Background: an optimization exercise with open tools, aiming at small area, a short achievable clock period and few clock cycles. Do not read the settings as production practice.
Where RTL was checked, it was by simulation tests only, not by an equivalence proof against the original.
Only the layout flow was run in run 4; the RTL was not checked for function there.
Power and IR drop assume default switching activity.

### flow/constraint.sdc
create_clock -name core_clock -period 5.5 [get_ports {clk}]
set_input_delay 1.1000 -clock core_clock [delete_from_list [all_inputs] [get_ports {clk}]]
set_output_delay 1.1000 -clock core_clock [all_outputs]
set_load 0.01 [all_outputs]
### flow/config.mk
export PLATFORM = sky130hd
export DESIGN_NAME = tl_ul_bios
export DESIGN_NICKNAME = tl_ul_bios
export VERILOG_FILES = /design/flow/design.v
export SDC_FILE = /design/flow/constraint.sdc
export NUM_CORES = 4
export LEC_CHECK = 0
export CAP_MARGIN = 20
export CORE_MARGIN = 2
export CORE_UTILIZATION = 40
export SLEW_MARGIN = 20
### flow/run.sh
#!/bin/bash
# synth_recipe.tcl (not shown) runs the flow's synth.tcl, then flattens the netlist and writes it again
# the make line also repeats each setting of config.mk as NAME=value (left out here)
make -C /OpenROAD-flow-scripts/flow DESIGN_CONFIG=/design/flow/config.mk WORK_HOME=/design/flow/orfs CLKGATE_MAP_FILE= SYNTH_SCRIPT=/design/flow/synth_recipe.tcl finish
### flow/design.v
`timescale 1ns/1ps
package tl_bios_pkg;
    localparam int XLEN   = 32;          
    localparam int STRB_W = XLEN / 8;    
    localparam int SID_W  = 2;           
    localparam int ADDR_W = 32;
    localparam int BIOS_BYTES = 128;
    localparam int MEM_IDX_W  = $clog2(BIOS_BYTES);   
    localparam logic [8*BIOS_BYTES-1:0] BIOS_IMAGE = {
        256'h3cc3a55ace8a4602fdb97531e0ac6824df9b5713f0e1d2c3b4a5968778695a4b,
        256'h3c2d1e0f1032547698badcfeefcdab8967452301ffeeddccbbaa998877665544,
        256'h332211000a0d796461657220534f494200c3f2eb10cd0007bb0eb40974c008ac,
        256'haa5590feeb0012e87c40be10cd0003b8fcfb7c00bcc08ed88ec031f000e05bea
    };
    localparam logic [2:0] OP_GET      = 3'd4;
    localparam logic [2:0] OP_PUT_FULL = 3'd0;
    localparam logic [2:0] OP_ACK      = 3'd0;
    localparam logic [2:0] OP_ACK_DATA = 3'd1;
    localparam logic [2:0] SIZE_BYTE = 3'd0;
    localparam logic [2:0] SIZE_HALF = 3'd1;
    localparam logic [2:0] SIZE_WORD = 3'd2;
endpackage
`timescale 1ns/1ps
import tl_bios_pkg::*;
module tl_ul_bios (
    input  logic                              clk,
    input  logic                              reset,
    input  logic                              a_valid,
    output logic                              a_ready,
    input  logic [2:0]                        a_opcode,
    input  logic [2:0]                        a_size,
    input  logic [tl_bios_pkg::SID_W-1:0]     a_source,
    input  logic [tl_bios_pkg::ADDR_W-1:0]    a_address,
    input  logic [tl_bios_pkg::STRB_W-1:0]    a_mask,
    input  logic [tl_bios_pkg::XLEN-1:0]      a_data,
    output logic                              d_valid,
    input  logic                              d_ready,
    output logic [2:0]                        d_opcode,
    output logic [2:0]                        d_size,
    output logic [tl_bios_pkg::SID_W-1:0]     d_source,
    output logic [tl_bios_pkg::XLEN-1:0]      d_data,
    output logic                              d_denied
);
    localparam int WORDS = BIOS_BYTES / 4;
    typedef struct packed {
        logic [4:0]      idx;       
        logic [1:0]      lane;      
        logic [2:0]      size;      
        logic [1:0]      source;    
        logic            ack_data;  
        logic            denied;
        logic            rd;        
        logic            half;      
        logic            word;      
        logic [3:0]      wbe;       
        logic [XLEN-1:0] wdata;     
    } req_t;
    logic        is_get, is_put;
    logic        bad_size, misaligned, past_end, bad_mask, deny;
    logic [3:0]  lanes;
    logic [1:0]  a_lane;
    req_t        a_req;
    assign a_lane = a_address[1:0];
    assign is_get = (a_opcode == OP_GET);
    assign is_put = (a_opcode == OP_PUT_FULL);
    assign bad_size = (a_size > SIZE_WORD);
    assign past_end = |a_address[ADDR_W-1:MEM_IDX_W];
    always_comb begin
        case (a_size)
            SIZE_HALF: misaligned = a_lane[0];
            SIZE_WORD: misaligned = |a_lane;
            default:   misaligned = 1'b0;
        endcase
    end
    always_comb begin
        case (a_size[1:0])
            2'd0:    lanes = 4'b0001 << a_lane;
            2'd1:    lanes = a_lane[1] ? 4'b1100 : 4'b0011;
            default: lanes = 4'b1111;
        endcase
    end
    assign bad_mask = is_put && (a_mask != lanes);
    assign deny     = (!is_get && !is_put) | bad_size | misaligned | past_end | bad_mask;
    always_comb begin
        a_req.idx      = a_address[MEM_IDX_W-1:2];
        a_req.lane     = a_lane;
        a_req.size     = a_size;
        a_req.source   = a_source;
        a_req.ack_data = !is_put;
        a_req.denied   = deny;
        a_req.rd       = is_get && !deny;
        a_req.half     = |a_size[1:0];
        a_req.word     = a_size[1];
        a_req.wbe      = (is_put && !deny) ? lanes : 4'b0000;
        a_req.wdata[7:0]   = a_data[7:0];
        a_req.wdata[15:8]  = a_lane[0] ? a_data[7:0] : a_data[15:8];
        a_req.wdata[23:16] = a_lane[1] ? a_data[7:0] : a_data[23:16];
        a_req.wdata[31:24] = a_lane[0] ? a_data[7:0] :
                             a_lane[1] ? a_data[15:8] : a_data[31:24];
    end
    req_t  s0, s1;
    logic  s0_v, s1_v;
    logic  s1_new;       
    logic  accept;
    logic  d_load;       
    logic  s1_free;      
    assign accept  = a_valid & a_ready;
    assign d_load  = ~d_valid | d_ready;
    assign s1_free = ~s1_v | d_load;
    always_ff @(posedge clk or posedge reset) begin
        if (reset) begin
            s0_v    <= 1'b0;
            s1_v    <= 1'b0;
            s1_new  <= 1'b0;
            a_ready <= 1'b0;
        end else begin
            if (s1_free) begin
                s1_v   <= s0_v | accept;
                s1_new <= s0_v | accept;
            end else begin
                s1_new <= 1'b0;
            end
            if (s0_v) begin
                s0_v    <= ~s1_free;
                a_ready <= s1_free;
            end else begin
                s0_v    <= accept & ~s1_free;
                a_ready <= ~(accept & ~s1_free);
            end
        end
    end
    always_ff @(posedge clk) begin
        if (!s0_v) begin
            s0 <= a_req;
        end
        if (s1_free) begin
            s1 <= s0_v ? s0 : a_req;
        end
    end
    logic [WORDS-1:0][XLEN-1:0] mem;
    logic [WORDS-1:0] sel;
    logic [XLEN-1:0]  wd_one, wd_zero;   
    logic [XLEN-1:0]  rword;
    assign wd_one  = s1.wdata | {XLEN{reset}};
    assign wd_zero = s1.wdata & ~{XLEN{reset}};
    for (genvar w = 0; w < WORDS; w++) begin : g_word
        assign sel[w] = (s1.idx == 5'(w));
        for (genvar b = 0; b < STRB_W; b++) begin : g_byte
            logic we;
            assign we = reset | (s1_new & sel[w] & s1.wbe[b]);
            for (genvar i = 0; i < 8; i++) begin : g_bit
                localparam logic IMG = BIOS_IMAGE[32*w + 8*b + i];
                always_ff @(posedge clk) begin
                    if (we) begin
                        mem[w][8*b + i] <= IMG ? wd_one[8*b + i] : wd_zero[8*b + i];
                    end
                end
            end
        end
    end
    always_comb begin
        rword = '0;
        for (int w = 0; w < WORDS; w++) begin
            rword = rword | (mem[w] & {XLEN{sel[w] & s1.rd}});
        end
    end
    logic [XLEN-1:0] rdata;
    always_comb begin
        case (s1.lane)
            2'd0:    rdata[7:0] = rword[7:0];
            2'd1:    rdata[7:0] = rword[15:8];
            2'd2:    rdata[7:0] = rword[23:16];
            default: rdata[7:0] = rword[31:24];
        endcase
        rdata[15:8]  = !s1.half ? 8'h00 : s1.lane[1] ? rword[31:24] : rword[15:8];
        rdata[31:16] = s1.word ? rword[31:16] : 16'h0000;
    end
    assign d_opcode[2:1] = 2'b00;
    always_ff @(posedge clk or posedge reset) begin
        if (reset) begin
            d_valid <= 1'b0;
        end else if (d_load) begin
            d_valid <= s1_v;
        end
    end
    always_ff @(posedge clk) begin
        if (d_load) begin
            d_opcode[0] <= s1.ack_data;
            d_size   <= s1.size;
            d_source <= s1.source;
            d_denied <= s1.denied;
            d_data   <= rdata;
        end
    end
endmodule
==> impl_results.html, run 1 <==
<table>
<tr><th>Metric</th><th>Value</th></tr>
<tr><th colspan="2">Pwr</th></tr>
<tr><td>LEAKAGE</td><td>18.2 nW</td></tr>
<tr><td>Switching power</td><td>about 0.0055 W</td></tr>
<tr><td>Cell internal pwr</td><td>0.0159 W</td></tr>
<tr><td>Max VDD drop</td><td>0.254 mV</td></tr>
<tr><td>Part of the power in registers</td><td>52.6%</td></tr>
<tr><td>Post-layout total power</td><td>0.0214 W</td></tr>
<tr><td>Switching share of power</td><td>roughly a quarter</td></tr>
<tr><td>Pwr dens</td><td>406 mW/mm^2</td></tr>
<tr><td>Combinational Power Share</td><td>10.9%</td></tr>
<tr><td>Clock network power share</td><td>36.4%</td></tr>
<tr><th colspan="2">Setup path</th></tr>
<tr><td>CP Data Required Time</td><td>5.91 ns</td></tr>
<tr><td>Nature of the critical path startpoint</td><td>flop</td></tr>
<tr><td>Critical path endpoint category</td><td>flop</td></tr>
<tr><td>Maximum cell stage delay along the critical path</td><td>1.09 ns</td></tr>
<tr><td>Slowest stage cell, crit path</td><td>sky130_fd_sc_hd__a2111oi_2</td></tr>
<tr><td>CP top delay family</td><td>simple AND/OR/NAND/NOR gates</td></tr>
<tr><td>Worst setup path category</td><td>flop to flop</td></tr>
<tr><td>WP buf/inv</td><td>1</td></tr>
<tr><td>Worst Path Max Fanout</td><td>30</td></tr>
<tr><td>Crit path DAT</td><td>5.08 ns</td></tr>
<tr><td>CP cell instances</td><td>buf_4, and4b_4, and3_1, a2111oi_2, nand4_1, nor4_1, o32ai_1</td></tr>
<tr><th colspan="2">Yosys</th></tr>
<tr><td>Sequential-to-total area share from yosys stat</td><td>75.6%</td></tr>
<tr><td>Ys Warns</td><td>1</td></tr>
<tr><td>Fraction of synthesized cell area taken by the top area cell type</td><td>73.0%</td></tr>
<tr><td>EDFF count, synth</td><td>1,116</td></tr>
<tr><td>Yosys cell types</td><td>89</td></tr>
<tr><td>Most used DFF post-synth</td><td>sky130_fd_sc_hd__edfxtp_1</td></tr>
<tr><td>Fraction of synthesized cell area in xor and xnor cells</td><td>0.0763%</td></tr>
<tr><td>Post-synthesis compound-gate area fraction</td><td>8.11%</td></tr>
<tr><td>Synth Area per Inst</td><td>~16 um^2</td></tr>
<tr><td>Simple-Gate Fraction of Synth Area</td><td>11.1%</td></tr>
<tr><td>Async set-or-reset flop fraction in the synthesized netlist</td><td>0.426%</td></tr>
<tr><td>Proportion of synthesized area in mux cells</td><td>2.74%</td></tr>
<tr><td>Synth Cell Area</td><td>between 0.04 and 0.05 mm^2</td></tr>
<tr><td>Leading cell types by total area after synthesis</td><td>sky130_fd_sc_hd__edfxtp_1, sky130_fd_sc_hd__a22oi_1, sky130_fd_sc_hd__nand2_1, sky130_fd_sc_hd__dfxtp_1, sky130_fd_sc_hd__and3_1</td></tr>
<tr><td>Cell count after synthesis</td><td>2,948</td></tr>
<tr><td>Yosys reg bits</td><td>1,174</td></tr>
<tr><td>Largest family of logic cells by synthesized area</td><td>simple AND/OR/NAND/NOR gates</td></tr>
<tr><td>Largest area contributor in the netlist</td><td>sky130_fd_sc_hd__edfxtp_1</td></tr>
<tr><td>Adder and majority gate portion of the synthesized area</td><td>0%</td></tr>
<tr><th colspan="2">Clocking</th></tr>
<tr><td>Clock tree sinks</td><td>1,174</td></tr>
<tr><td>Clock transition at the registers of the reported paths</td><td>0.06 ns</td></tr>
<tr><td>Post_cts resized</td><td>0</td></tr>
<tr><td>Setup Buffers After CTS</td><td>0</td></tr>
<tr><td>TritonCTS clock tree</td><td>yes</td></tr>
<tr><td>CTS Hold Buffers Added</td><td>0</td></tr>
<tr><td>H-tree Lvls</td><td>3</td></tr>
<tr><td>Cell at the root of the clock tree</td><td>sky130_fd_sc_hd__clkbuf_16</td></tr>
<tr><td>Clock network latency to the later pin of the worst-skew pair</td><td>0.73 ns</td></tr>
<tr><td>Total CTS buffers</td><td>116</td></tr>
<tr><td>Maximum clock path buffer count</td><td>3</td></tr>
<tr><th colspan="2">Timing</th></tr>
<tr><td>Unrepaired setup endpoints after global routing</td><td>false</td></tr>
<tr><td>Transition at the pin with the smallest max-transition slack</td><td>1.29 ns</td></tr>
<tr><td>Final clock period utilization by the worst path</td><td>84.8%</td></tr>
<tr><td>Final setup skew</td><td>~0.039 ns</td></tr>
<tr><td>Max-slew headroom at the worst pin</td><td>13.2%</td></tr>
<tr><td>Number of hold violations in the final report</td><td>0</td></tr>
<tr><td>Worst hold slack across all endpoints</td><td>0.417 ns</td></tr>
<tr><td>Pins over their slew limit</td><td>0</td></tr>
<tr><td>Finish-stage setup viols</td><td>0</td></tr>
<tr><td>Sum of negative setup slack</td><td>0 ns</td></tr>
<tr><td>F_max</td><td>214 MHz</td></tr>
<tr><td>Crit path time final</td><td>roughly 4.7 ns</td></tr>
<tr><th colspan="2">Finish</th></tr>
<tr><td>Layout fillers</td><td>9,862</td></tr>
<tr><td>Combined flip-flop and latch cell area</td><td>0.0347 mm^2</td></tr>
<tr><td>Layout overhead on the synthesized area</td><td>14.5%</td></tr>
<tr><td>Combined area of the multi-input logic cells</td><td>0.0103 mm^2</td></tr>
<tr><td>Share of cells above drive strength 1</td><td>13.6%</td></tr>
<tr><td>Net count reported at finish</td><td>roughly 3,200</td></tr>
<tr><td>Final Non-Filler Cells</td><td>4,699</td></tr>
<tr><th colspan="2">GRT</th></tr>
<tr><td>Via count of the first global-routing pass</td><td>between 20,000 and 30,000</td></tr>
<tr><td>Maximum number of pins on one net before global-route repair</td><td>97</td></tr>
<tr><td>Total congestion overflow after global routing</td><td>0</td></tr>
<tr><td>Antenna violations before repair</td><td>6</td></tr>
<tr><td>Total track usage</td><td>27.8%</td></tr>
<tr><td>First-pass GRT wire length</td><td>226,000 um</td></tr>
<tr><th colspan="2">Detailed routing</th></tr>
<tr><td>Residual antenna-violating net count after detailed routing</td><td>0</td></tr>
<tr><td>Average detailed-routed wire length per instance</td><td>about 35 um</td></tr>
<tr><td>Via count of the routed design</td><td>approximately 30,000</td></tr>
<tr><td>Detailed router's first-iteration violation count</td><td>5,235</td></tr>
<tr><td>DRC viols</td><td>0</td></tr>
<tr><td>Total routed wirelength</td><td>166,000 um</td></tr>
<tr><td>DRT Pass-1 Iters</td><td>6</td></tr>
<tr><td>Via density per instance</td><td>6.33</td></tr>
<tr><th colspan="2">Die</th></tr>
<tr><td>DIE WIDTH</td><td>~340 um</td></tr>
<tr><td>Initial core utilization</td><td>about two fifths</td></tr>
<tr><td>Standard-cell row count</td><td>124</td></tr>
<tr><td>Area enclosed by the die boundary</td><td>0.118 mm^2</td></tr>
<tr><td>Die H</td><td>~340 um</td></tr>
<tr><td>Standard cell core area</td><td>between 0.1 and 0.15 mm^2</td></tr>
<tr><td>Total I/O pin count</td><td>123</td></tr>
<tr><th colspan="2">Placed design</th></tr>
<tr><td>Placed cells</td><td>between 4,000 and 5,000</td></tr>
<tr><td>Global placer's final weighted congestion</td><td>0.969</td></tr>
<tr><td>Count of input and output buffers</td><td>120</td></tr>
<tr><td>Half-perimeter wire length after detailed placement</td><td>around 110,000 um</td></tr>
<tr><th colspan="2">Min path</th></tr>
<tr><td>Hold WC Path Type</td><td>flop to flop</td></tr>
<tr><th colspan="2">Flow run</th></tr>
<tr><td>Max_cap viols</td><td>0</td></tr>
<tr><th colspan="2">Run status</th></tr>
<tr><td>Run status</td><td>no timing/DRC/antenna violations</td></tr>
</table>
==> layout by cell type, fill, tap and decap left out, types with 35 or more instances in the layout <==
| cell | instances |
|---|---|
| sky130_fd_sc_hd__edfxtp_1 | 1116 |
| sky130_fd_sc_hd__dfxtp_1 | 53 |
| sky130_fd_sc_hd__nand4_1 | 77 |
| sky130_fd_sc_hd__nor2_1 | 66 |
| sky130_fd_sc_hd__mux2i_1 | 79 |
| sky130_fd_sc_hd__clkdlybuf4s50_1 | 119 |
| sky130_fd_sc_hd__or2_2 | 35 |
| sky130_fd_sc_hd__a22oi_1 | 227 |
| sky130_fd_sc_hd__clkbuf_16 | 119 |
| sky130_fd_sc_hd__nand3_1 | 82 |
| sky130_fd_sc_hd__nand2_1 | 330 |
| sky130_fd_sc_hd__a21oi_1 | 44 |
| sky130_fd_sc_hd__nor3_1 | 36 |
| sky130_fd_sc_hd__mux2_2 | 39 |
| sky130_fd_sc_hd__o21ai_0 | 42 |
| sky130_fd_sc_hd__buf_4 | 98 |
| sky130_fd_sc_hd__and3_1 | 156 |
==> Yosys cell counts (42+ instances only) <==
library cell	instances
sky130_fd_sc_hd__dfxtp_1	53
sky130_fd_sc_hd__edfxtp_1	1116
sky130_fd_sc_hd__nor2_1	79
sky130_fd_sc_hd__buf_2	51
sky130_fd_sc_hd__mux2i_1	79
sky130_fd_sc_hd__nand2_1	330
sky130_fd_sc_hd__a21oi_1	44
sky130_fd_sc_hd__and3_1	156
sky130_fd_sc_hd__a22oi_1	227
sky130_fd_sc_hd__nand4_1	77
sky130_fd_sc_hd__o21ai_0	42
sky130_fd_sc_hd__nand3_1	82
sky130_fd_sc_hd__clkbuf_1	93
==> per-layer routing <==
layer,vias to the layer above,GRT usage (%),share of wire [%]
met5,-,0,0.022
met4,6,14.3,6.2
met3,504,9.83,14
met2,2489,40.8,43
met1,14768,36.5,36
li1,11974,-,-
==> flip-flops by register name (all words and copies together), names as in the netlist <==
signal / flops
s1: 53
d_denied: 1
d_data: 32
s1_v: 1
s0_v: 1
s1_new: 1
d_valid: 1
d_source: 2
a_ready: 1
s0: 53
d_size: 3
d_opcode: 1
mem: 1024
==> worst paths after layout <==
kind	slack [ns]	depth (start not counted)	start	endpoint
min in group asynchronous	1.24	3	reset	s1_v
hold / removal	0.42	0	s1[42]	d_source[1]
hold reg to reg	0.42	0	s1[42]	d_source[1]
setup / recovery	0.83	7	s1[48]	d_data[3]
setup reg to reg	0.83	7	s1[48]	d_data[3]
max in group asynchronous	4.07	3	reset	s0_v
==> power groups by stage <==
stage               clock network (W)  registers [W]  logic, W
global route                  0.00817         0.0113   0.00237
floorplan                           0         0.0112   0.00111
finish                        0.00779         0.0112   0.00233
CTS                           0.00782         0.0112   0.00224
detailed placement                  0         0.0114   0.00224
global placement                    0         0.0114   0.00223
==> logic make-up after synthesis <==
logic type	after synthesis
DFF	1174
other	1
muxes	120
AOI/OAI and AO/OA	479
and+or+nand+nor	961
xor gates and xnor gates	4
buffers and inverters	209
==> metrics by stage <==
| step | instance area [um^2] | utilization, % | worst slack, ns |
|---|---|---|---|
| detailed placement | 48900 | 42.9 | 1.40 |
| global route | 52600 | 46.1 | 1.01 |
| finish | 52600 | 46.1 | 0.834 |
| global placement | 48900 | 42.8 | 1.10 |
| floorplan | 45900 | - | 2.33 |
| CTS | 52600 | 46.1 | 1.39 |
==> area by class of cell <==
| type | count | share of cell area [%] |
|---|---|---|
| diodes | 1 | 0.00476 |
| well taps | 1512 | 3.60 |
| clock buffers | 144 | 5.86 |
| multi-input cells | 1566 | 19.5 |
| inverters | 11 | 0.0833 |
| repair buffers | 223 | 3.82 |
| flip-flops and latches | 1174 | 66.0 |
| clock inverters | 68 | 1.11 |
Testbench counts, summed over its fixed seeds: cycles 16,024.
==> run 2: changes to the inputs <==
--- a/flow/design.v
+++ b/flow/design.v
@@ -89,8 +89,8 @@
         a_req.ack_data = !is_put;
         a_req.denied   = deny;
         a_req.rd       = is_get && !deny;
-        a_req.half     = |a_size[1:0];
-        a_req.word     = a_size[1];
+        a_req.half     = is_get && !deny && (|a_size[1:0]);
+        a_req.word     = is_get && !deny && a_size[1];
         a_req.wbe      = (is_put && !deny) ? lanes : 4'b0000;
         a_req.wdata[7:0]   = a_data[7:0];
         a_req.wdata[15:8]  = a_lane[0] ? a_data[7:0] : a_data[15:8];
@@ -98,7 +98,9 @@
         a_req.wdata[31:24] = a_lane[0] ? a_data[7:0] :
                              a_lane[1] ? a_data[15:8] : a_data[31:24];
     end
-    req_t  s0, s1;
+    req_t  s0, s1, s1_d;
+    logic [WORDS-1:0] s1_sel;    
+    logic [WORDS-1:0] s1_sel_d;
     logic  s0_v, s1_v;
     logic  s1_new;       
     logic  accept;
@@ -129,12 +131,19 @@
             end
         end
     end
+    always_comb begin
+        s1_d = s0_v ? s0 : a_req;
+        for (int w = 0; w < WORDS; w++) begin
+            s1_sel_d[w] = (s1_d.idx == 5'(w)) & (s1_d.rd | (|s1_d.wbe));
+        end
+    end
     always_ff @(posedge clk) begin
         if (!s0_v) begin
             s0 <= a_req;
         end
         if (s1_free) begin
-            s1 <= s0_v ? s0 : a_req;
+            s1     <= s1_d;
+            s1_sel <= s1_sel_d;
         end
     end
     logic [WORDS-1:0][XLEN-1:0] mem;
@@ -144,7 +153,7 @@
     assign wd_one  = s1.wdata | {XLEN{reset}};
     assign wd_zero = s1.wdata & ~{XLEN{reset}};
     for (genvar w = 0; w < WORDS; w++) begin : g_word
-        assign sel[w] = (s1.idx == 5'(w));
+        assign sel[w] = s1_sel[w];
         for (genvar b = 0; b < STRB_W; b++) begin : g_byte
             logic we;
             assign we = reset | (s1_new & sel[w] & s1.wbe[b]);
@@ -161,7 +170,7 @@
     always_comb begin
         rword = '0;
         for (int w = 0; w < WORDS; w++) begin
-            rword = rword | (mem[w] & {XLEN{sel[w] & s1.rd}});
+            rword = rword | (mem[w] & {XLEN{sel[w]}});
         end
     end
     logic [XLEN-1:0] rdata;
@@ -172,6 +181,7 @@
             2'd2:    rdata[7:0] = rword[23:16];
             default: rdata[7:0] = rword[31:24];
         endcase
+        rdata[7:0]   = s1.rd ? rdata[7:0] : 8'h00;
         rdata[15:8]  = !s1.half ? 8'h00 : s1.lane[1] ? rword[31:24] : rword[15:8];
         rdata[31:16] = s1.word ? rword[31:16] : 16'h0000;
     end
--- a/flow/config.mk
+++ b/flow/config.mk
@@ -5,7 +5,9 @@
 export SDC_FILE = /design/flow/constraint.sdc
 export NUM_CORES = 4
 export LEC_CHECK = 0
+export ABC_CLOCK_PERIOD_IN_PS = 2500
 export CAP_MARGIN = 20
 export CORE_MARGIN = 2
 export CORE_UTILIZATION = 40
+export SETUP_SLACK_MARGIN = 3.0
 export SLEW_MARGIN = 20
==> run 2 against run 1 <==
Against the previous run:
- synthesized cell count fell by 9.2%
- non-clock buffer count rose by 101
- maximum frequency rose by 78%
- count of clock-buffer cells in the layout rose by 2
- die area fell by 3.3%
- combinational power rose by 35%
- final area rose by 2.4%
- largest power group unchanged
- flip-flop and latch count rose by 27
- area after synthesis fell by 3.3%
- sequential share of layout area barely moved
==> impl_results.html, run 2 <==
<table>
<tr><th>Metric</th><th>Value</th></tr>
<tr><th colspan="2">Run status</th></tr>
<tr><td>Run status</td><td>no timing/DRC/antenna violations</td></tr>
<tr><th colspan="2">Pwr</th></tr>
<tr><td>LEAKAGE</td><td>18.2 nW</td></tr>
<tr><td>Post-layout total power</td><td>0.0228 W</td></tr>
<tr><td>Max VDD drop</td><td>~0.32 mV</td></tr>
<tr><td>Pwr dens</td><td>roughly 420 mW/mm^2</td></tr>
<tr><th colspan="2">Timing</th></tr>
<tr><td>F_max</td><td>382 MHz</td></tr>
<tr><td>Unrepaired setup endpoints after global routing</td><td>true</td></tr>
<tr><td>Transition at the pin with the smallest max-transition slack</td><td>1.16 ns</td></tr>
<tr><td>Final clock period utilization by the worst path</td><td>between 40% and 50%</td></tr>
<tr><td>Sum of negative setup slack</td><td>0 ns</td></tr>
<tr><td>Crit path time final</td><td>2.62 ns</td></tr>
<tr><td>Number of hold violations in the final report</td><td>0</td></tr>
<tr><td>Finish-stage setup viols</td><td>0</td></tr>
<tr><td>Max-slew headroom at the worst pin</td><td>22.3%</td></tr>
<tr><td>Final setup skew</td><td>0.0311 ns</td></tr>
<tr><td>Pins over their slew limit</td><td>0</td></tr>
<tr><td>Final worst slack</td><td>slightly below 3 ns</td></tr>
<tr><th colspan="2">Yosys</th></tr>
<tr><td>Most used DFF post-synth</td><td>sky130_fd_sc_hd__edfxtp_1</td></tr>
<tr><td>Yosys reg bits</td><td>~1,200</td></tr>
<tr><td>Leading cell types by total area after synthesis</td><td>sky130_fd_sc_hd__edfxtp_1, sky130_fd_sc_hd__a22oi_1, sky130_fd_sc_hd__nand2_1, sky130_fd_sc_hd__dfxtp_1, sky130_fd_sc_hd__a221oi_1</td></tr>
<tr><td>Cell with the most instances after synthesis</td><td>sky130_fd_sc_hd__edfxtp_1</td></tr>
<tr><td>Sequential-to-total area share from yosys stat</td><td>about four fifths</td></tr>
<tr><td>Yosys cell types</td><td>50</td></tr>
<tr><td>Cell count after synthesis</td><td>2,676</td></tr>
<tr><td>Ys Warns</td><td>1</td></tr>
<tr><td>Synth Cell Area</td><td>around 0.044 mm^2</td></tr>
<tr><td>Async set-or-reset flop fraction in the synthesized netlist</td><td>0.416%</td></tr>
<tr><td>Most numerous cell types in the synthesized netlist</td><td>sky130_fd_sc_hd__edfxtp_1, sky130_fd_sc_hd__a22oi_1, sky130_fd_sc_hd__nand2_1, sky130_fd_sc_hd__clkbuf_1, sky130_fd_sc_hd__a221oi_1</td></tr>
<tr><td>EDFF count, synth</td><td>~1,100</td></tr>
<tr><td>Fraction of synthesized cell area taken by the top area cell type</td><td>roughly 77%</td></tr>
<tr><td>Synth Area per Inst</td><td>about 17 um^2</td></tr>
<tr><td>Largest area contributor in the netlist</td><td>sky130_fd_sc_hd__edfxtp_1</td></tr>
<tr><th colspan="2">Flow run</th></tr>
<tr><td>Max_cap viols</td><td>0</td></tr>
<tr><th colspan="2">Setup path</th></tr>
<tr><td>Critical path endpoint category</td><td>flop</td></tr>
<tr><td>Capture instance of the worst register-to-register path</td><td>d_data[5]</td></tr>
<tr><td>Worst setup path category</td><td>flop to flop</td></tr>
<tr><td>Nature of the critical path startpoint</td><td>flop</td></tr>
<tr><td>CP Data Required Time</td><td>5.91 ns</td></tr>
<tr><td>Worst Path Max Fanout</td><td>16</td></tr>
<tr><td>FF-to-FF path depth</td><td>8</td></tr>
<tr><td>Crit path DAT</td><td>3.03 ns</td></tr>
<tr><td>Worst reg2reg path startpoint</td><td>s1_sel[13]</td></tr>
<tr><td>Slack of the worst reg-to-reg path</td><td>2.88 ns</td></tr>
<tr><th colspan="2">Die</th></tr>
<tr><td>Area enclosed by the die boundary</td><td>approximately 0.11 mm^2</td></tr>
<tr><td>Die H</td><td>337 um</td></tr>
<tr><td>Initial core utilization</td><td>40.2%</td></tr>
<tr><td>Standard-cell row count</td><td>122</td></tr>
<tr><td>Total I/O pin count</td><td>123</td></tr>
<tr><td>Standard cell core area</td><td>0.110 mm^2</td></tr>
<tr><td>DIE WIDTH</td><td>337 um</td></tr>
<tr><th colspan="2">Placed design</th></tr>
<tr><td>Count of input and output buffers</td><td>120</td></tr>
<tr><td>Placement-stage cell area</td><td>about 0.047 mm^2</td></tr>
<tr><td>Half-perimeter wire length after detailed placement</td><td>88,800 um</td></tr>
<tr><td>Placed cells</td><td>4,164</td></tr>
<tr><td>Worst-case setup slack after placement</td><td>1.56 ns</td></tr>
<tr><td>Global placer's final weighted congestion</td><td>0.903</td></tr>
<tr><th colspan="2">GRT</th></tr>
<tr><td>First-pass GRT wire length</td><td>213,000 um</td></tr>
<tr><td>Maximum number of pins on one net before global-route repair</td><td>82</td></tr>
<tr><td>Via count of the first global-routing pass</td><td>27,580</td></tr>
<tr><td>Antenna violations before repair</td><td>5</td></tr>
<tr><td>Total congestion overflow after global routing</td><td>0</td></tr>
<tr><td>Total track usage</td><td>between 20% and 30%</td></tr>
<tr><th colspan="2">Finish</th></tr>
<tr><td>Most frequent standard cell in the layout excluding fill and tap cells</td><td>sky130_fd_sc_hd__edfxtp_1</td></tr>
<tr><td>Flip-flop count of the largest register, all copies and words added</td><td>1,024</td></tr>
<tr><td>Final Non-Filler Cells</td><td>4,508</td></tr>
<tr><td>Share of cells above drive strength 1</td><td>20.0%</td></tr>
<tr><td>Commonest cells after routing, fill and taps aside</td><td>sky130_fd_sc_hd__edfxtp_1, sky130_fd_sc_hd__nand2_1, sky130_fd_sc_hd__a22oi_1</td></tr>
<tr><td>Layout overhead on the synthesized area</td><td>21.3%</td></tr>
<tr><td>Top flop regs</td><td>mem: 1024 flops, s0: 53 flops, s1: 48 flops</td></tr>
<tr><td>Net count reported at finish</td><td>3,006</td></tr>
<tr><td>Post-route design area</td><td>0.0539 mm^2</td></tr>
<tr><td>Register with the most flip-flops</td><td>mem</td></tr>
<tr><td>Final antenna diode count</td><td>0</td></tr>
<tr><th colspan="2">Clocking</th></tr>
<tr><td>Clock tree sinks</td><td>1,201</td></tr>
<tr><td>Clock network latency to the later pin of the worst-skew pair</td><td>~0.71 ns</td></tr>
<tr><td>CTS Hold Buffers Added</td><td>0</td></tr>
<tr><td>Maximum clock path buffer count</td><td>3</td></tr>
<tr><td>Total CTS buffers</td><td>around 120</td></tr>
<tr><td>Clock transition at the registers of the reported paths</td><td>~0.060 ns</td></tr>
<tr><td>Cell at the root of the clock tree</td><td>sky130_fd_sc_hd__clkbuf_16</td></tr>
<tr><td>H-tree Lvls</td><td>3</td></tr>
<tr><td>TritonCTS clock tree</td><td>yes</td></tr>
<tr><th colspan="2">Detailed routing</th></tr>
<tr><td>DRT Pass-1 Iters</td><td>6</td></tr>
<tr><td>Via density per instance</td><td>between 6 and 7</td></tr>
<tr><td>Average detailed-routed wire length per instance</td><td>34.8 um</td></tr>
<tr><td>DRC viols</td><td>0</td></tr>
<tr><td>Total routed wirelength</td><td>157,000 um</td></tr>
<tr><td>Residual antenna-violating net count after detailed routing</td><td>0</td></tr>
<tr><td>Via count of the routed design</td><td>28,590</td></tr>
<tr><td>Detailed router's first-iteration violation count</td><td>4,389</td></tr>
<tr><th colspan="2">Min path</th></tr>
<tr><td>Hold WC Path Type</td><td>flop to flop</td></tr>
<tr><td>Start point of the worst min-delay path</td><td>s1[45]</td></tr>
<tr><td>Worst Hold Endpoint</td><td>d_size[2]</td></tr>
<tr><td>Worst hold stages</td><td>0</td></tr>
</table>
[run 2: changes by cell type after synthesis, moves of 37 or more]
cell and change:
sky130_fd_sc_hd__clkbuf_1 +63, sky130_fd_sc_hd__a221oi_1 +90, sky130_fd_sc_hd__a22oi_1 +91, sky130_fd_sc_hd__mux2i_1 -50, sky130_fd_sc_hd__a22o_1 +75, sky130_fd_sc_hd__and3_1 -156, sky130_fd_sc_hd__buf_2 -51, sky130_fd_sc_hd__nand3_1 -37
sky130_fd_sc_hd__nor2_1 -40
[run 2: repair_timing]
item	CTS	global route
gates resized for setup	294	156
buffers inserted	86	34
pin swaps	47	47
setup endpoints to repair	313	67
gates cloned	8	5
[run 2: kinds of logic (layout without fill, tap and decap cells)]
logic type,count (synthesis),in the layout,share of synthesized area (%)
compound gates,587,588,10.2
flops,1201,1201,80.0
simple gates,636,636,7.00
mux,43,43,1.01
buf+inv,208,550,1.84
other cells,1,2,0.00844
[run 2: stage by stage]
| step | hold slack (ns) | util (%) |
|---|---|---|
| 2_1_floorplan | 0.400 | - |
| 3_3_place_gp | 0.403 | 42.9 |
| 3_5_place_dp | 0.415 | 42.9 |
| 4_1_cts | 0.424 | 47.9 |
| 5_1_grt | 0.442 | 48.8 |
| 6_report | 0.424 | 48.8 |
[run 2: worst max-delay path by stage]
stage / startpoint / endpoint / slack [ns] / cells past startpoint
global placement: a_address[1] / s1_sel[15] / 1.52 / 8
detailed placement: a_address[1] / s1_sel[15] / 1.56 / 8
finish: s1_sel[13] / d_data[5] / 2.88 / 8
CTS: s1_sel[26] / d_data[5] / 2.89 / 7
floorplan: d_ready / s1[0] / 1.51 / 1
global route: s1_sel[31] / d_data[3] / 2.85 / 9
[run 2: layout make-up]
type	instances	area [um^2]
fill	9128	56500
sequential	1201	35500
multi-input combinational	1269	9070
timing repair buffer	324	3510
clock buffer	146	3170
tap	1488	1860
clock inverter	65	651
inverter	15	71.3
[run 2: worst max-delay path, stage by stage, from the launching register on]
cell                       delay (ns)
sky130_fd_sc_hd__edfxtp_1        0.42
sky130_fd_sc_hd__buf_4           0.17
sky130_fd_sc_hd__buf_8           0.17
sky130_fd_sc_hd__a22o_1          0.24
sky130_fd_sc_hd__a221oi_2        0.22
sky130_fd_sc_hd__nand4_1         0.29
sky130_fd_sc_hd__nand4b_1        0.35
sky130_fd_sc_hd__o22ai_4         0.33
sky130_fd_sc_hd__a221oi_2        0.14
[run 2: routing by layer]
metal / wire (um) / global-route usage [%] / share of wire, %
met1: 56200 / 36.2 / 36
met2: 69400 / 40.7 / 44
met3: 24300 / 8.35 / 15
met4: 7050 / 10.7 / 4.5
met5: 46 / 0 / 0.029
[run 2: report_power, final]
part / internal (W) / switching (W)
clock network: 0.00462 / 0.00342
registers: 0.0112 / 0.000383
logic: 0.000959 / 0.00219
Testbench counts of run 2, summed over its fixed seeds: cycles 16,024.
==> run 3: changes to the inputs <==
--- a/flow/config.mk
+++ b/flow/config.mk
@@ -5,7 +5,6 @@
 export SDC_FILE = /design/flow/constraint.sdc
 export NUM_CORES = 4
 export LEC_CHECK = 0
-export ABC_CLOCK_PERIOD_IN_PS = 2500
 export CAP_MARGIN = 20
 export CORE_MARGIN = 2
 export CORE_UTILIZATION = 40
==> run 3 against run 2 <==
Against the previous run:
- flip-flop and latch count is the same
- utilization unchanged
- count of clock-buffer cells in the layout did not move
- register-to-register slack hardly changed
- sequential share of layout area did not move
- sequential power hardly changed
- global-route usage stayed put
- critical path depth unchanged
- setup slack unchanged
- die area is the same
- final area stayed put
==> impl_results.html, run 3 <==
<table>
<tr><th>Metric</th><th>Value</th></tr>
<tr><th colspan="2">Setup path</th></tr>
<tr><td>Worst setup path category</td><td>flop to flop</td></tr>
<tr><td>Cell repeated most along the worst path</td><td>sky130_fd_sc_hd__a221oi_2</td></tr>
<tr><td>Crit path DAT</td><td>3.03 ns</td></tr>
<tr><td>WP buf/inv</td><td>2</td></tr>
<tr><td>CP top delay family</td><td>compound AO/OA/AOI/OAI gates</td></tr>
<tr><td>Maximum cell stage delay along the critical path</td><td>~0.42 ns</td></tr>
<tr><td>Worst Path Max Fanout</td><td>16</td></tr>
<tr><td>Slowest stage cell, crit path</td><td>sky130_fd_sc_hd__edfxtp_1</td></tr>
<tr><td>CP Data Required Time</td><td>5.91 ns</td></tr>
<tr><td>Critical path endpoint category</td><td>flop</td></tr>
<tr><td>CP cell instances</td><td>buf_4, buf_8, a22o_1, a221oi_2, nand4_1, nand4b_1, o22ai_4, a221oi_2</td></tr>
<tr><td>Nature of the critical path startpoint</td><td>flop</td></tr>
<tr><th colspan="2">Yosys</th></tr>
<tr><td>Async set-or-reset flop fraction in the synthesized netlist</td><td>less than 1%</td></tr>
<tr><td>Most used DFF post-synth</td><td>sky130_fd_sc_hd__edfxtp_1</td></tr>
<tr><td>Ys Warns</td><td>1</td></tr>
<tr><td>Most numerous cell types in the synthesized netlist</td><td>sky130_fd_sc_hd__edfxtp_1, sky130_fd_sc_hd__a22oi_1, sky130_fd_sc_hd__nand2_1, sky130_fd_sc_hd__clkbuf_1, sky130_fd_sc_hd__a221oi_1</td></tr>
<tr><td>Sequential-to-total area share from yosys stat</td><td>80.0%</td></tr>
<tr><td>Synth Area per Inst</td><td>16.6 um^2</td></tr>
<tr><td>Largest area contributor in the netlist</td><td>sky130_fd_sc_hd__edfxtp_1</td></tr>
<tr><td>Fraction of synthesized cell area taken by the top area cell type</td><td>77.3%</td></tr>
<tr><td>Cell count after synthesis</td><td>2,676</td></tr>
<tr><td>Cell with the most instances after synthesis</td><td>sky130_fd_sc_hd__edfxtp_1</td></tr>
<tr><td>Yosys cell types</td><td>50</td></tr>
<tr><td>Leading cell types by total area after synthesis</td><td>sky130_fd_sc_hd__edfxtp_1, sky130_fd_sc_hd__a22oi_1, sky130_fd_sc_hd__nand2_1, sky130_fd_sc_hd__dfxtp_1, sky130_fd_sc_hd__a221oi_1</td></tr>
<tr><td>EDFF count, synth</td><td>1,143</td></tr>
<tr><td>Yosys reg bits</td><td>between 1,000 and 1,500</td></tr>
<tr><td>Synth Cell Area</td><td>0.0444 mm^2</td></tr>
<tr><th colspan="2">Finish</th></tr>
<tr><td>Layout overhead on the synthesized area</td><td>21.3%</td></tr>
<tr><td>Final antenna diode count</td><td>0</td></tr>
<tr><td>Post-route design area</td><td>0.0539 mm^2</td></tr>
<tr><td>Layout fillers</td><td>9,128</td></tr>
<tr><td>Top flop regs</td><td>mem: 1024 flops, s0: 53 flops, s1: 48 flops</td></tr>
<tr><td>Flip-flop count of the largest register, all copies and words added</td><td>1,024</td></tr>
<tr><td>Register with the most flip-flops</td><td>mem</td></tr>
<tr><td>Final Non-Filler Cells</td><td>between 4,000 and 5,000</td></tr>
<tr><td>Share of cells above drive strength 1</td><td>20.0%</td></tr>
<tr><td>Most frequent standard cell in the layout excluding fill and tap cells</td><td>sky130_fd_sc_hd__edfxtp_1</td></tr>
<tr><td>Commonest cells after routing, fill and taps aside</td><td>sky130_fd_sc_hd__edfxtp_1, sky130_fd_sc_hd__nand2_1, sky130_fd_sc_hd__a22oi_1</td></tr>
<tr><td>Net count reported at finish</td><td>3,006</td></tr>
<tr><th colspan="2">GRT</th></tr>
<tr><td>Total track usage</td><td>26.9%</td></tr>
<tr><td>Antenna violations before repair</td><td>5</td></tr>
<tr><td>Via count of the first global-routing pass</td><td>27,580</td></tr>
<tr><td>First-pass GRT wire length</td><td>213,000 um</td></tr>
<tr><td>Total congestion overflow after global routing</td><td>0</td></tr>
<tr><td>Maximum number of pins on one net before global-route repair</td><td>82</td></tr>
<tr><th colspan="2">Clocking</th></tr>
<tr><td>TritonCTS clock tree</td><td>yes</td></tr>
<tr><td>Clock network latency to the later pin of the worst-skew pair</td><td>around 0.71 ns</td></tr>
<tr><td>Total CTS buffers</td><td>115</td></tr>
<tr><td>Clock tree sinks</td><td>1,201</td></tr>
<tr><td>Cell at the root of the clock tree</td><td>sky130_fd_sc_hd__clkbuf_16</td></tr>
<tr><td>H-tree Lvls</td><td>3</td></tr>
<tr><td>Maximum clock path buffer count</td><td>3</td></tr>
<tr><td>Clock transition at the registers of the reported paths</td><td>~0.060 ns</td></tr>
<tr><th colspan="2">Detailed routing</th></tr>
<tr><td>Residual antenna-violating net count after detailed routing</td><td>0</td></tr>
<tr><td>Wire length on met1</td><td>56,200 um</td></tr>
<tr><td>Via count of the routed design</td><td>28,590</td></tr>
<tr><td>DRC viols</td><td>0</td></tr>
<tr><td>Amount of wire on met2 after detailed routing</td><td>69,400 um</td></tr>
<tr><td>Total length of routed met3 wires</td><td>24,300 um</td></tr>
<tr><td>Total routed wirelength</td><td>157,000 um</td></tr>
<tr><td>Detailed router's first-iteration violation count</td><td>~4,400</td></tr>
<tr><td>Via density per instance</td><td>6.34</td></tr>
<tr><td>Average detailed-routed wire length per instance</td><td>about 35 um</td></tr>
<tr><td>Highest metal layer used by the detailed router</td><td>met5</td></tr>
<tr><td>DRT Pass-1 Iters</td><td>6</td></tr>
<tr><th colspan="2">Pwr</th></tr>
<tr><td>Pwr dens</td><td>between 400 and 500 mW/mm^2</td></tr>
<tr><td>Post-layout total power</td><td>0.0228 W</td></tr>
<tr><td>Max VDD drop</td><td>0.324 mV</td></tr>
<tr><td>LEAKAGE</td><td>roughly 18 nW</td></tr>
<tr><th colspan="2">Die</th></tr>
<tr><td>Die H</td><td>337 um</td></tr>
<tr><td>Standard cell core area</td><td>0.110 mm^2</td></tr>
<tr><td>Standard-cell row count</td><td>122</td></tr>
<tr><td>Area enclosed by the die boundary</td><td>0.114 mm^2</td></tr>
<tr><td>Initial core utilization</td><td>40.2%</td></tr>
<tr><td>DIE WIDTH</td><td>between 300 and 400 um</td></tr>
<tr><td>Total I/O pin count</td><td>123</td></tr>
<tr><th colspan="2">Timing</th></tr>
<tr><td>Finish-stage setup viols</td><td>0</td></tr>
<tr><td>Number of hold violations in the final report</td><td>0</td></tr>
<tr><td>Final setup skew</td><td>0.0311 ns</td></tr>
<tr><td>Crit path time final</td><td>2.62 ns</td></tr>
<tr><td>Unrepaired setup endpoints after global routing</td><td>true</td></tr>
<tr><td>Sum of negative setup slack</td><td>0 ns</td></tr>
<tr><td>Pins over their slew limit</td><td>0</td></tr>
<tr><td>Transition at the pin with the smallest max-transition slack</td><td>1.16 ns</td></tr>
<tr><td>Max-slew headroom at the worst pin</td><td>22.3%</td></tr>
<tr><td>Final clock period utilization by the worst path</td><td>47.6%</td></tr>
<tr><td>F_max</td><td>382 MHz</td></tr>
<tr><th colspan="2">Run status</th></tr>
<tr><td>Run status</td><td>no timing/DRC/antenna violations</td></tr>
<tr><th colspan="2">Min path</th></tr>
<tr><td>Hold WC Path Type</td><td>flop to flop</td></tr>
<tr><th colspan="2">Placed design</th></tr>
<tr><td>Placed cells</td><td>around 4,200</td></tr>
<tr><td>Global placer's final weighted congestion</td><td>0.903</td></tr>
<tr><td>Count of input and output buffers</td><td>120</td></tr>
<tr><td>Half-perimeter wire length after detailed placement</td><td>88,800 um</td></tr>
<tr><td>Placement-stage cell area</td><td>0.0473 mm^2</td></tr>
<tr><th colspan="2">Flow run</th></tr>
<tr><td>Max_cap viols</td><td>0</td></tr>
</table>
==> run 3: cells by family (layout without fill, tap and decap cells) <==
| family | after synthesis | in the layout | share of synthesized area, % |
|---|---|---|---|
| AO/OA/AOI/OAI | 587 | 588 | 10.2 |
| buffers and inverters | 208 | 550 | 1.84 |
| flip-flops | 1201 | 1201 | 80.0 |
| multiplexers | 43 | 43 | 1.01 |
| other | 1 | 2 | 0.00844 |
| AND/OR/NAND/NOR | 636 | 636 | 7.00 |
==> run 3: worst register-to-register path: stages (launching register included) <==
cell	delay [ns]
sky130_fd_sc_hd__edfxtp_1	0.42
sky130_fd_sc_hd__buf_4	0.17
sky130_fd_sc_hd__buf_8	0.17
sky130_fd_sc_hd__a22o_1	0.25
sky130_fd_sc_hd__a221oi_2	0.22
sky130_fd_sc_hd__nand4_1	0.29
sky130_fd_sc_hd__nand4b_1	0.35
sky130_fd_sc_hd__o22ai_4	0.33
sky130_fd_sc_hd__a221oi_2	0.14
==> run 3: power by group <==
| group | internal, W | total (W) | switching (W) |
|---|---|---|---|
| clock | 0.00462 | 0.00804 | 0.00342 |
| sequential | 0.0112 | 0.0116 | 0.000383 |
| combinational | 0.000959 | 0.00315 | 0.00219 |
| total | 0.0168 | 0.0228 | 0.00599 |
==> run 3: per-layer routing <==
metal  vias to the layer above  global-route usage [%]
li1                      11280                       -
met1                     14425                    36.2
met2                      2472                    40.7
met3                       405                    8.35
met4                         8                    10.7
met5                         -                       0
==> run 3: timing repair <==
action                     4_1_cts  5_1_grt
gates cloned                     8        5
gates resized for setup        294      156
setup endpoints to repair      313       67
setup buffers                   86       34
pin swaps                       47       47
hold buffers                     0        0
==> run 3: final cells by class <==
class / count / area (um^2) / area share (%)
multi-input cells: 1269 / 9070 / 16.9
well taps: 1488 / 1860 / 3.46
repair buffers: 324 / 3510 / 6.52
inverters: 15 / 71.3 / 0.132
clock buffers: 146 / 3170 / 5.89
flip-flops and latches: 1201 / 35500 / 65.9
clock inverters: 65 / 651 / 1.21
==> run 3: path summary, 6_finish.rpt <==
kind                       depth (start not counted)         to        from  slack [ns]
max                                                8  d_data[5]  s1_sel[13]        2.88
min                                                0  d_size[2]      s1[45]        0.42
max reg2reg                                        8  d_data[5]  s1_sel[13]        2.88
min reg2reg                                        0  d_size[2]      s1[45]        0.42
max in group asynchronous                          2       s0_v       reset        4.43
min in group asynchronous                          2     s1_new       reset        0.54
==> run 3: stage by stage <==
step,setup slack (ns),hold slack (ns),utilization [%]
2_1_floorplan,1.51,0.400,-
3_3_place_gp,1.52,0.403,42.9
3_5_place_dp,1.56,0.415,42.9
4_1_cts,2.89,0.424,47.9
5_1_grt,2.85,0.442,48.8
6_report,2.88,0.424,48.8
==> run 4: changes to the inputs <==
--- a/flow/design.v
+++ b/flow/design.v
@@ -134,7 +134,7 @@
     always_comb begin
         s1_d = s0_v ? s0 : a_req;
         for (int w = 0; w < WORDS; w++) begin
-            s1_sel_d[w] = (s1_d.idx == 5'(w)) & (s1_d.rd | (|s1_d.wbe));
+            s1_sel_d[w] = (s1_d.idx == 5'(w));
         end
     end
     always_ff @(posedge clk) begin
@@ -142,7 +142,13 @@
             s0 <= a_req;
         end
         if (s1_free) begin
-            s1     <= s1_d;
+            s1 <= s1_d;
+        end
+    end
+    always_ff @(posedge clk or posedge reset) begin
+        if (reset) begin
+            s1_sel <= '0;
+        end else if (s1_free) begin
             s1_sel <= s1_sel_d;
         end
     end
@@ -193,8 +199,14 @@
             d_valid <= s1_v;
         end
     end
-    always_ff @(posedge clk) begin
-        if (d_load) begin
+    always_ff @(posedge clk or posedge reset) begin
+        if (reset) begin
+            d_opcode[0] <= 1'b0;
+            d_size      <= '0;
+            d_source    <= '0;
+            d_denied    <= 1'b0;
+            d_data      <= '0;
+        end else if (d_load) begin
             d_opcode[0] <= s1.ack_data;
             d_size   <= s1.size;
             d_source <= s1.source;
--- a/flow/config.mk
+++ b/flow/config.mk
@@ -8,5 +8,5 @@
 export CAP_MARGIN = 20
 export CORE_MARGIN = 2
 export CORE_UTILIZATION = 40
-export SETUP_SLACK_MARGIN = 3.0
+export SETUP_SLACK_MARGIN = 3.3
 export SLEW_MARGIN = 20
==> run 4 against run 3 <==
Against the previous run:
- still clean
- critical path depth is the same
- via count increased by 3.3%
- synthesized cell count increased by 3.4%
- maximum frequency grew 0.95%
- cell count grew 2.7%
- register-to-register slack improved by 0.02 ns
- sequential power hardly changed
- area after synthesis grew 0.52%
- routed wire length rose by 4.6%
- setup slack improved by 0.025 ns
- clock skew rose by 0.011 ns
- largest power group unchanged
- highest routed layer unchanged
==> impl_results.html, run 4 <==
<table>
<tr><th>Metric</th><th>Value</th></tr>
<tr><th colspan="2">Run status</th></tr>
<tr><td>Run status</td><td>no timing/DRC/antenna violations</td></tr>
<tr><th colspan="2">Timing</th></tr>
<tr><td>Finish-stage setup viols</td><td>0</td></tr>
<tr><td>Max-slew headroom at the worst pin</td><td>18.3%</td></tr>
<tr><td>Crit path time final</td><td>around 2.6 ns</td></tr>
<tr><td>Unrepaired setup endpoints after global routing</td><td>true</td></tr>
<tr><td>Final clock period utilization by the worst path</td><td>47.2%</td></tr>
<tr><td>Transition at the pin with the smallest max-transition slack</td><td>approximately 1.2 ns</td></tr>
<tr><td>Sum of negative setup slack</td><td>0 ns</td></tr>
<tr><td>Pins over their slew limit</td><td>0</td></tr>
<tr><td>Final setup skew</td><td>0.0422 ns</td></tr>
<tr><td>Number of hold violations in the final report</td><td>0</td></tr>
<tr><td>F_max</td><td>385 MHz</td></tr>
<tr><th colspan="2">Setup path</th></tr>
<tr><td>Worst setup path category</td><td>flop to flop</td></tr>
<tr><td>Nature of the critical path startpoint</td><td>flop</td></tr>
<tr><td>Maximum cell stage delay along the critical path</td><td>between 0.5 and 0.6 ns</td></tr>
<tr><td>Worst reg2reg path startpoint</td><td>s1_sel[30]</td></tr>
<tr><td>CP Data Required Time</td><td>6.07 ns</td></tr>
<tr><td>FF-to-FF path depth</td><td>8</td></tr>
<tr><td>Critical Path End</td><td>d_data[1]</td></tr>
<tr><td>Worst Path Max Fanout</td><td>14</td></tr>
<tr><td>Crit path DAT</td><td>3.16 ns</td></tr>
<tr><td>CP cell instances</td><td>buf_12, buf_4, a22oi_1, nand4_1, nor4_4, o22ai_4, a21oi_2, o21ai_1</td></tr>
<tr><td>Launching element of the worst setup path</td><td>s1_sel[30]</td></tr>
<tr><td>CP top delay family</td><td>simple AND/OR/NAND/NOR gates</td></tr>
<tr><td>Capture instance of the worst register-to-register path</td><td>d_data[1]</td></tr>
<tr><td>Critical path endpoint category</td><td>flop</td></tr>
<tr><td>Slowest stage cell, crit path</td><td>sky130_fd_sc_hd__nor4_4</td></tr>
<tr><td>WP buf/inv</td><td>2</td></tr>
<tr><td>Slack of the worst reg-to-reg path</td><td>2.91 ns</td></tr>
<tr><td>Instance count on the critical path</td><td>8</td></tr>
<tr><th colspan="2">Yosys</th></tr>
<tr><td>Fraction of synthesized cell area taken by the top area cell type</td><td>slightly above 70%</td></tr>
<tr><td>Leading cell types by total area after synthesis</td><td>sky130_fd_sc_hd__edfxtp_1, sky130_fd_sc_hd__a22oi_1, sky130_fd_sc_hd__dfrtp_1, sky130_fd_sc_hd__nand2_1, sky130_fd_sc_hd__dfxtp_1</td></tr>
<tr><td>Synth Area per Inst</td><td>16.1 um^2</td></tr>
<tr><td>Largest area contributor in the netlist</td><td>sky130_fd_sc_hd__edfxtp_1</td></tr>
<tr><td>Synth Cell Area</td><td>0.0446 mm^2</td></tr>
<tr><td>Async set-or-reset flop fraction in the synthesized netlist</td><td>6.33%</td></tr>
<tr><td>Yosys reg bits</td><td>~1,200</td></tr>
<tr><td>Ys Warns</td><td>1</td></tr>
<tr><td>Sequential-to-total area share from yosys stat</td><td>78.8%</td></tr>
<tr><td>Most numerous cell types in the synthesized netlist</td><td>sky130_fd_sc_hd__edfxtp_1, sky130_fd_sc_hd__a22oi_1, sky130_fd_sc_hd__nand2_1, sky130_fd_sc_hd__clkbuf_1, sky130_fd_sc_hd__nand4_1</td></tr>
<tr><td>Most used DFF post-synth</td><td>sky130_fd_sc_hd__edfxtp_1</td></tr>
<tr><td>Yosys cell types</td><td>43</td></tr>
<tr><td>Cell count after synthesis</td><td>2,767</td></tr>
<tr><td>EDFF count, synth</td><td>1,072</td></tr>
<tr><td>Cell with the most instances after synthesis</td><td>sky130_fd_sc_hd__edfxtp_1</td></tr>
<tr><th colspan="2">Finish</th></tr>
<tr><td>Combined flip-flop and latch cell area</td><td>between 0.03 and 0.04 mm^2</td></tr>
<tr><td>Net count reported at finish</td><td>3,119</td></tr>
<tr><td>Final Non-Filler Cells</td><td>roughly 4,600</td></tr>
<tr><td>Layout fillers</td><td>8,879</td></tr>
<tr><td>Most frequent standard cell in the layout excluding fill and tap cells</td><td>sky130_fd_sc_hd__edfxtp_1</td></tr>
<tr><td>Commonest cells after routing, fill and taps aside</td><td>sky130_fd_sc_hd__edfxtp_1, sky130_fd_sc_hd__nand2_1, sky130_fd_sc_hd__a22oi_1</td></tr>
<tr><td>Register with the most flip-flops</td><td>mem</td></tr>
<tr><td>Flip-flop count of the largest register, all copies and words added</td><td>1,024</td></tr>
<tr><td>Combined area of the multi-input logic cells</td><td>0.00976 mm^2</td></tr>
<tr><td>Post-route design area</td><td>about 0.055 mm^2</td></tr>
<tr><td>Share of cells above drive strength 1</td><td>between 20 and 25%</td></tr>
<tr><td>Top flop regs</td><td>mem: 1024 flops, s0: 53 flops, s1: 48 flops</td></tr>
<tr><td>Layout overhead on the synthesized area</td><td>23.3%</td></tr>
<tr><td>Final cell utilization of the core</td><td>roughly 50%</td></tr>
<tr><th colspan="2">Detailed routing</th></tr>
<tr><td>Residual antenna-violating net count after detailed routing</td><td>0</td></tr>
<tr><td>DRC viols</td><td>0</td></tr>
<tr><td>Via count of the routed design</td><td>29,534</td></tr>
<tr><td>DRT Pass-1 Iters</td><td>8</td></tr>
<tr><td>Via density per instance</td><td>6.38</td></tr>
<tr><td>Total routed wirelength</td><td>164,000 um</td></tr>
<tr><td>Average detailed-routed wire length per instance</td><td>35.5 um</td></tr>
<tr><td>Detailed router's first-iteration violation count</td><td>4,951</td></tr>
<tr><th colspan="2">Die</th></tr>
<tr><td>Total I/O pin count</td><td>123</td></tr>
<tr><td>DIE WIDTH</td><td>338 um</td></tr>
<tr><td>Initial core utilization</td><td>between 40% and 50%</td></tr>
<tr><td>Area enclosed by the die boundary</td><td>0.114 mm^2</td></tr>
<tr><td>Standard-cell row count</td><td>122</td></tr>
<tr><td>Die H</td><td>338 um</td></tr>
<tr><td>Standard cell core area</td><td>~0.11 mm^2</td></tr>
<tr><th colspan="2">Clocking</th></tr>
<tr><td>TritonCTS clock tree</td><td>yes</td></tr>
<tr><td>Total CTS buffers</td><td>115</td></tr>
<tr><td>Clock tree sinks</td><td>1,201</td></tr>
<tr><td>Clock transition at the registers of the reported paths</td><td>0.06 ns</td></tr>
<tr><td>CTS Hold Buffers Added</td><td>0</td></tr>
<tr><td>Maximum clock path buffer count</td><td>3</td></tr>
<tr><td>Cell at the root of the clock tree</td><td>sky130_fd_sc_hd__clkbuf_16</td></tr>
<tr><td>Clock network latency to the later pin of the worst-skew pair</td><td>0.71 ns</td></tr>
<tr><td>H-tree Lvls</td><td>3</td></tr>
<tr><th colspan="2">GRT</th></tr>
<tr><td>Via count of the first global-routing pass</td><td>27,968</td></tr>
<tr><td>Total congestion overflow after global routing</td><td>0</td></tr>
<tr><td>First-pass GRT wire length</td><td>223,000 um</td></tr>
<tr><td>Total track usage</td><td>roughly 28%</td></tr>
<tr><td>Maximum number of pins on one net before global-route repair</td><td>107</td></tr>
<tr><td>Antenna violations before repair</td><td>6</td></tr>
<tr><th colspan="2">Pwr</th></tr>
<tr><td>LEAKAGE</td><td>19.0 nW</td></tr>
<tr><td>Pwr dens</td><td>408 mW/mm^2</td></tr>
<tr><td>Max VDD drop</td><td>0.267 mV</td></tr>
<tr><th colspan="2">Flow run</th></tr>
<tr><td>Max_cap viols</td><td>0</td></tr>
<tr><th colspan="2">Placed design</th></tr>
<tr><td>Placed cells</td><td>4,221</td></tr>
<tr><td>Count of input and output buffers</td><td>120</td></tr>
<tr><td>Half-perimeter wire length after detailed placement</td><td>92,300 um</td></tr>
<tr><td>Placement-stage cell area</td><td>0.0473 mm^2</td></tr>
<tr><td>Global placer's final weighted congestion</td><td>a little over 0.9</td></tr>
<tr><th colspan="2">Min path</th></tr>
<tr><td>Hold WC Path Type</td><td>primary input to asynchronous set/reset pin</td></tr>
</table>
run 4: routing by layer:
metal  global-route usage [%]  share of wire (%)
met4                     13.6                4.9
met1                     37.8                 36
met2                     42.3                 45
met3                     7.94                 14
met5                        0              0.059
run 4: cells by family after synthesis:
| logic type | Yosys count | share of synthesized area (%) |
|---|---|---|
| AO/OA/AOI/OAI | 656 | 11.1 |
| buffers and inverters | 213 | 2.23 |
| flip-flops | 1201 | 78.8 |
| multiplexers | 42 | 0.981 |
| other | 1 | 0.00840 |
| AND/OR/NAND/NOR | 654 | 6.93 |
run 4: worst register-to-register path, delay by kind of cell (launching register included):
family / cells / cell delay (ns)
simple gates: 2 / 0.89
buf+inv: 2 / 0.35
compound gates: 4 / 0.71
flops: 1 / 0.50
run 4: how the worst min path moves through the flow:
stage | start | end | slack, ns | cells past startpoint
4_1_cts | s1[45] | d_size[2] | 0.45 | 2
3_5_place_dp | s1[45] | d_size[2] | 0.43 | 2
2_1_floorplan | s0[38] | s0[38] | 0.42 | 2
3_3_place_gp | s1[41] | d_source[0] | 0.43 | 2
6_report | reset | d_data[17] | 0.44 | 2
5_1_grt | s0[32] | s0[32] | 0.48 | 2
run 4: area by class of cell:
class / instances / area share [%]
Inverter: 12 / 0.118
Tap cell: 1488 / 3.38
Multi-Input combinational cell: 1354 / 17.7
Sequential cell: 1201 / 64.1
Clock buffer: 157 / 6.02
Antenna cell: 5 / 0.0227
Timing Repair Buffer: 355 / 7.60
Clock inverter: 59 / 1.06
run 4: through the flow:
stage / hold slack [ns] / setup slack (ns) / total power [W]
after floorplan: 0.420 / 2.67 / 0.0124
after global placement: 0.431 / 1.58 / 0.0137
after detailed placement: 0.434 / 1.56 / 0.0137
after CTS: 0.446 / 3.06 / 0.0222
after global routing: 0.477 / 2.97 / 0.0229
final: 0.437 / 2.91 / 0.0225
run 4: power breakdown:
part / switching (W) / internal, W
Combinational: 0.00195 / 0.000908
Clock: 0.00348 / 0.00469
Sequential: 0.000403 / 0.0110
run 4: timing repair:
| item | in CTS | in global routing |
|---|---|---|
| cloned | 14 | 2 |
| setup buffers | 119 | 54 |
| pin swaps | 44 | 63 |
| gates resized for setup | 397 | 112 |
| endpoints found under the setup margin | 600 | 596 |

[afterwards: timing with drivers on the ports]
No port has a modelled driver above. Below, the same layouts with a new extraction and two added sets of constraints.
Step 1 assumes that a clkbuf_16 drives the clock port and a buf_2 every other input.
Step 2 times the ports against the registers' clock, not the clock port: input delays grow and output delays shrink by t, the midpoint of the rising clock arrivals with the driver on.
Three values: ideal ports, drivers, drivers and shift; two values: the first two.
run | t (ns) | setup WS [ns] | hold slack, ns | slew at the worst register clock pin (ns) | pins driven straight from the clock port
run 1 | 0.778 | 0.834 / 0.834 / 0.834 | 0.417 / 0.417 / 0.417 | 0.07 / 0.07 | 1
run 2 | 0.763 | 2.881 / 2.861 / 2.239 | 0.424 / 0.424 / 0.424 | 0.07 / 0.07 | 1
run 3 | 0.763 | 2.881 / 2.861 / 2.239 | 0.424 / 0.424 / 0.424 | 0.07 / 0.07 | 1
run 4 | 0.754 | 2.906 / 2.906 / 2.500 | 0.437 / 0.392 / 0.442 | 0.07 / 0.07 | 1
After both steps every run listed still meets setup and hold.
